Source: an optimization exercise on an open RTL-to-GDS flow (aim: small area and a short achievable clock period). Production flows keep margins and buffers that such runs may drop. Where RTL was checked, it was by simulation tests only, not by an equivalence proof against the original.

## ex_top
module ex_top (
    input  logic               clk,
    input  logic               reset,
    input  logic               in_valid,
    input  logic [4:0]         operator,
    input  logic [31:0]        operand1,
    input  logic [31:0]        operand2,
    input  logic [4:0]         dest_addr,
    input  logic               dest_write,
    output logic               out_valid,
    output logic [4:0]         write_addr,
    output logic               write_enable,
    output logic [31:0]        write_data
);
clock: 14.0 ns
lec_check: 0
abc_area: 1
cap_margin: 20
core_margin: 2
core_utilization: 40
setup_slack_margin: 4.5
slew_margin: 20
synth_hierarchical: 1
tns_end_percent: 10
standard.sh (not shown) runs the stock make flow with config.mk's settings and CLKGATE_MAP_FILE= SYNTH_SCRIPT=/design/flow/synth_recipe.tcl, a recipe that flattens the netlist after the stock synthesis.
==> flow/flow/run.sh <==
#!/bin/bash
# Layout flow: the standard flow (standard.sh), with the port buffers
# inserted as sky130_fd_sc_hd__buf_2 cells instead of the default delay-buffer
# cells. Every tool's output goes to flow_run.log; ORFS keeps its per-step logs
# under orfs/logs.
set -euo pipefail
export BUFFER_PORTS_ARGS="-buffer_cell sky130_fd_sc_hd__buf_2"
bash standard.sh finish > flow_run.log 2>&1
The starting point completed without violations.
==> next run, changes <==
--- a/flow/flow/run.sh
+++ b/flow/flow/run.sh
@@ -7,2 +7,3 @@
 export BUFFER_PORTS_ARGS="-buffer_cell sky130_fd_sc_hd__buf_2"
+export SETUP_SLACK_MARGIN=4.7
 bash standard.sh finish > flow_run.log 2>&1
- SETUP_SLACK_MARGIN: 4.5 -> not set
- TNS_END_PERCENT: 10 -> not set
What happened:
- routed wire length grows by 2.0%
- critical path depth is lower by 1
- final cell count goes up by 0.47%
- non-clock buffer count went up by 21
- global-route usage is higher by 0.31 points
- die area is unchanged
==> next run, changes <==
--- a/flow/flow/run.sh
+++ b/flow/flow/run.sh
@@ -7,3 +7,2 @@
 export BUFFER_PORTS_ARGS="-buffer_cell sky130_fd_sc_hd__buf_2"
-export SETUP_SLACK_MARGIN=4.7
 bash standard.sh finish > flow_run.log 2>&1
- SETUP_SLACK_MARGIN: not set -> 4.5
The new run finished clean.
Final cell count shrinks by 0.46%.
Synthesized cell count does not change.
Die area stays the same.
Cell area went down by 1.4%.
Synthesized area does not change.
==> next run, changes <==
==> flow/flow/run.sh (replaced) <==
#!/bin/bash
# Layout flow: the standard flow (standard.sh), with the port buffers
# inserted as sky130_fd_sc_hd__buf_1 cells instead of the default delay-buffer
# cells. Every tool's output goes to flow_run.log; ORFS keeps its per-step logs
# under orfs/logs.
set -euo pipefail
export BUFFER_PORTS_ARGS="-buffer_cell sky130_fd_sc_hd__buf_1"
bash standard.sh finish > flow_run.log 2>&1
- The new run produced a clean layout
- die area stays the same
- flip-flop and latch count is unchanged
- wire length is about the same
- design area fell by 0.78%
- clock-buffer cell count is unchanged
- worst setup slack is worse by 73 ps
- cell count stays flat
- clock skew fell by 6.4 ps
- area after synthesis stays the same


ex_top, a different RTL version from the one above (not shown whole).
Size in the first run: roughly 4000 cells after synthesis, roughly 0.032 mm2 of cells after synthesis.
Settings: LEC_CHECK=0, ABC_AREA=1, CAP_MARGIN=20, CORE_MARGIN=2, CORE_UTILIZATION=40, SETUP_SLACK_MARGIN=4.5, SLEW_MARGIN=20, SYNTH_HIERARCHICAL=1; clock period 14.0 ns.
==> flow/flow/run.sh <==
#!/bin/bash
# Layout flow: the standard flow (standard.sh), with the port buffers
# inserted as sky130_fd_sc_hd__buf_2 cells instead of the default delay-buffer
# cells. Every tool's output goes to flow_run.log; ORFS keeps its per-step logs
# under orfs/logs.
set -euo pipefail
export BUFFER_PORTS_ARGS="-buffer_cell sky130_fd_sc_hd__buf_2"
bash standard.sh finish > flow_run.log 2>&1
Then changed:
--- a/flow/flow/run.sh
+++ b/flow/flow/run.sh
@@ -6,3 +6,4 @@
 set -euo pipefail
 export BUFFER_PORTS_ARGS="-buffer_cell sky130_fd_sc_hd__buf_2"
+export SETUP_SLACK_MARGIN=5.25
 bash standard.sh finish > flow_run.log 2>&1
Settings changed: SETUP_SLACK_MARGIN 4.5 to default.
Outcome: The changed run finished clean. Global-route usage came out higher by 0.73 points. Critical path depth does not change. Worst setup slack gets better by 0.56 ns. Synthesized area stays the same. Utilization came out higher by 2.4 points. Clock-buffer cell count stays the same. Clock skew stays flat.
No run of this note included a check of the RTL's function; only the layout flow was run.


Another version of the RTL of ex_top (not shown whole).
For scale: ~4,300 cells after synthesis, ~100 flip-flops, ~34,000 sq um of cells after synthesis.
==> flow/config.mk <==
export PLATFORM = sky130hd
export DESIGN_NAME = ex_top
export DESIGN_NICKNAME = ex_top
export VERILOG_FILES = /design/flow/design.v
export SDC_FILE = /design/flow/constraint.sdc
export NUM_CORES = 4
export LEC_CHECK = 0
export ABC_AREA = 1
export CAP_MARGIN = 20
export CORE_MARGIN = 2
export CORE_UTILIZATION = 40
export SETUP_SLACK_MARGIN = 4.5
export SLEW_MARGIN = 20
export SYNTH_HIERARCHICAL = 1
==> flow/constraint.sdc <==
create_clock -name core_clock -period 14.0 [get_ports {clk}]
set_input_delay 2.8000 -clock core_clock [delete_from_list [all_inputs] [get_ports {clk}]]
set_output_delay 2.8000 -clock core_clock [all_outputs]
set_load 0.01 [all_outputs]
==> flow/flow/run.sh <==
#!/bin/bash
# Layout flow: the standard flow (standard.sh), with the port buffers
# inserted as sky130_fd_sc_hd__buf_2 cells instead of the default delay-buffer
# cells. Every tool's output goes to flow_run.log; ORFS keeps its per-step logs
# under orfs/logs.
set -euo pipefail
export BUFFER_PORTS_ARGS="-buffer_cell sky130_fd_sc_hd__buf_2"
bash standard.sh finish > flow_run.log 2>&1
The starting point finished clean.
Next try:
==> flow/run.sh (new file) <==
#!/bin/bash
# synth_recipe.tcl (not shown) runs the flow's synth.tcl, then flattens the netlist and writes it again
# the make line also repeats each setting of config.mk as NAME=value (left out here)
make -C /OpenROAD-flow-scripts/flow DESIGN_CONFIG=/design/flow/config.mk WORK_HOME=/design/flow/orfs CLKGATE_MAP_FILE= SYNTH_SCRIPT=/design/flow/synth_recipe.tcl finish
removed: flow/flow/run.sh
removed: flow/standard.sh
Outcome: The changed run finished with timing, DRC and antenna clean; global-route usage climbs by 0.11 points; core utilization grows by 0.75 points; first-iteration DRC count fell by a few percent; cell count barely changes; maximum frequency drops slightly; routed wire length barely changes.
Next try:
Settings changed: SETUP_SLACK_MARGIN 4.5 to 5.0.
Count of clock-buffer cells in the layout does not change. Final area rises by a little under a tenth. Routed wire length grows by roughly a tenth. Clock skew grows by 0.0070 ns. Area after synthesis does not change.
Next try:
==> flow/flow/run.sh (new file) <==
#!/bin/bash
# Layout flow: the standard flow (standard.sh), with the port buffers
# inserted as sky130_fd_sc_hd__buf_2 cells instead of the default delay-buffer
# cells. Every tool's output goes to flow_run.log; ORFS keeps its per-step logs
# under orfs/logs.
set -euo pipefail
export BUFFER_PORTS_ARGS="-buffer_cell sky130_fd_sc_hd__buf_2"
export SETUP_SLACK_MARGIN=4
bash standard.sh finish > flow_run.log 2>&1
==> flow/standard.sh (new file) <==
#!/bin/bash
# synth_recipe.tcl (not shown) runs the flow's synth.tcl, then flattens the netlist and writes it again
# the make line also repeats each setting of config.mk as NAME=value (left out here)
make -C /OpenROAD-flow-scripts/flow DESIGN_CONFIG=/design/flow/config.mk WORK_HOME=/design/flow/orfs CLKGATE_MAP_FILE= SYNTH_SCRIPT=/design/flow/synth_recipe.tcl "${@:-finish}"
Settings changed: SETUP_SLACK_MARGIN 5.0 to unset.
removed: flow/run.sh
After rerunning: Worst setup slack gets worse by 0.71 ns; wire length went down by about 9%; clock-buffer cell count stays the same; design area went down by 10%; non-clock buffer count went down by 135; die area does not change; global-route usage went down by 1.1 points; clock skew went down by 0.0053 ns.
No functional check of the RTL was part of any run of this note.


Setup of the reference run:
ex_top, a different RTL version from the one above (not shown whole).
For scale: roughly 34,000 um2 of cells after synthesis.
Design ex_top, start of the top module:
module ex_top (
    input  logic               clk,
    input  logic               reset,
    input  logic               in_valid,
    input  logic [4:0]         operator,
    input  logic [31:0]        operand1,
    input  logic [31:0]        operand2,
    input  logic [4:0]         dest_addr,
    input  logic               dest_write,
    output logic               out_valid,
    output logic [4:0]         write_addr,
    output logic               write_enable,
    output logic [31:0]        write_data
);
clock: 14.0 ns
lec_check: 0
abc_area: 1
cap_margin: 20
core_margin: 2
core_utilization: 40
setup_slack_margin: 4.5
slew_margin: 20
synth_hierarchical: 1
==> flow/flow/run.sh <==
#!/bin/bash
# Layout flow: the standard flow (standard.sh), with the port buffers
# inserted as sky130_fd_sc_hd__buf_2 cells instead of the default delay-buffer
# cells. Every tool's output goes to flow_run.log; ORFS keeps its per-step logs
# under orfs/logs.
set -euo pipefail
export BUFFER_PORTS_ARGS="-buffer_cell sky130_fd_sc_hd__buf_2"
bash standard.sh finish > flow_run.log 2>&1
Per the final summary, the reference run finished and its layout is clean on timing, DRC and antenna.
Modified inputs, the trial run compared to the reference run
Settings: removing SETUP_SLACK_MARGIN (formerly 4.5).
-- flow/flow/run.sh --
<<< the reference run, line 7
export BUFFER_PORTS_ARGS="-buffer_cell sky130_fd_sc_hd__buf_2"
bash standard.sh finish > flow_run.log 2>&1
>>> the trial run, line 7
export BUFFER_PORTS_ARGS="-buffer_cell sky130_fd_sc_hd__buf_2"
export SETUP_SLACK_MARGIN=5.25
bash standard.sh finish > flow_run.log 2>&1
--- outcome ---
The share of the clock period used by the worst path after layout number comes out lower for the trial run vs the reference run. Diff the trial run..the reference run | count of endpoints failing hold in the final timing report | unchanged. met1 demand-to-capacity share in global routing was lower in the reference run than in the trial run. Compared to the reference run, the trial run has fraction of area in registers 0.30 points lower. The reference run ended up with fewer cell instances than the trial run did. The reference run -> the trial run: netlist area before placement flat. The trial run vs the reference run: worst path setup slack after routing up in the trial run. Against the reference run, total via count after detailed routing in the trial run rose by a few percent.
Function was not checked in any run of this note: the RTL went through the layout flow alone.

==> port drivers added, routing unchanged <==
Ports are ideal in the flow. The routed layouts listed here were re-timed in OpenROAD.
Step 1 sets driving cells, clkbuf_16 on the clock port and buf_2 on the other inputs (assumed; they add their load-dependent delay and slew).
Step 2 also shifts input and output timing later by t, the mid clock arrival at the registers, as if the neighbouring blocks saw the same clock.
Three values: ideal ports, drivers, drivers and shift; two values: the first two.
| run | t, ns | slack for setup (ns) | worst setup path after step 2 |
|---|---|---|---|
| the first run of note 1 | 0.398 | 4.568 / 4.581 / 4.183 | input to register |
| the second run of note 1 | 0.402 | 4.790 / 4.802 / 4.400 | input to register |
| the third run of note 1 | 0.399 | 4.650 / 4.663 / 4.264 | input to register |
| the fourth run of note 1 | 0.407 | 4.577 / 4.574 / 4.167 | input to register |
| the first run of note 2 | 0.407 | 4.613 / 4.624 / 4.217 | input to register |
| the second run of note 2 | 0.408 | 5.174 / 5.189 / 4.781 | input to register |
| the first run of note 3 | 0.451 | 4.686 / 4.718 / 4.267 | input to register |
| the second run of note 3 | 0.453 | 4.536 / 4.554 / 4.102 | input to register |
| the third run of note 3 | 0.446 | 5.044 / 5.069 / 4.624 | input to register |
| the fourth run of note 3 | 0.450 | 4.330 / 4.357 / 3.908 | input to register |
| the reference run | 0.406 | 4.580 / 4.592 / 4.186 | input to register |
| the trial run | 0.405 | 5.302 / 5.320 / 4.914 | input to register |
After both steps setup and hold are still met in every run listed. For the second run of note 3, which loses most, drivers alone change the setup slack by +0.018 ns; drivers and shift together by -0.434 ns.
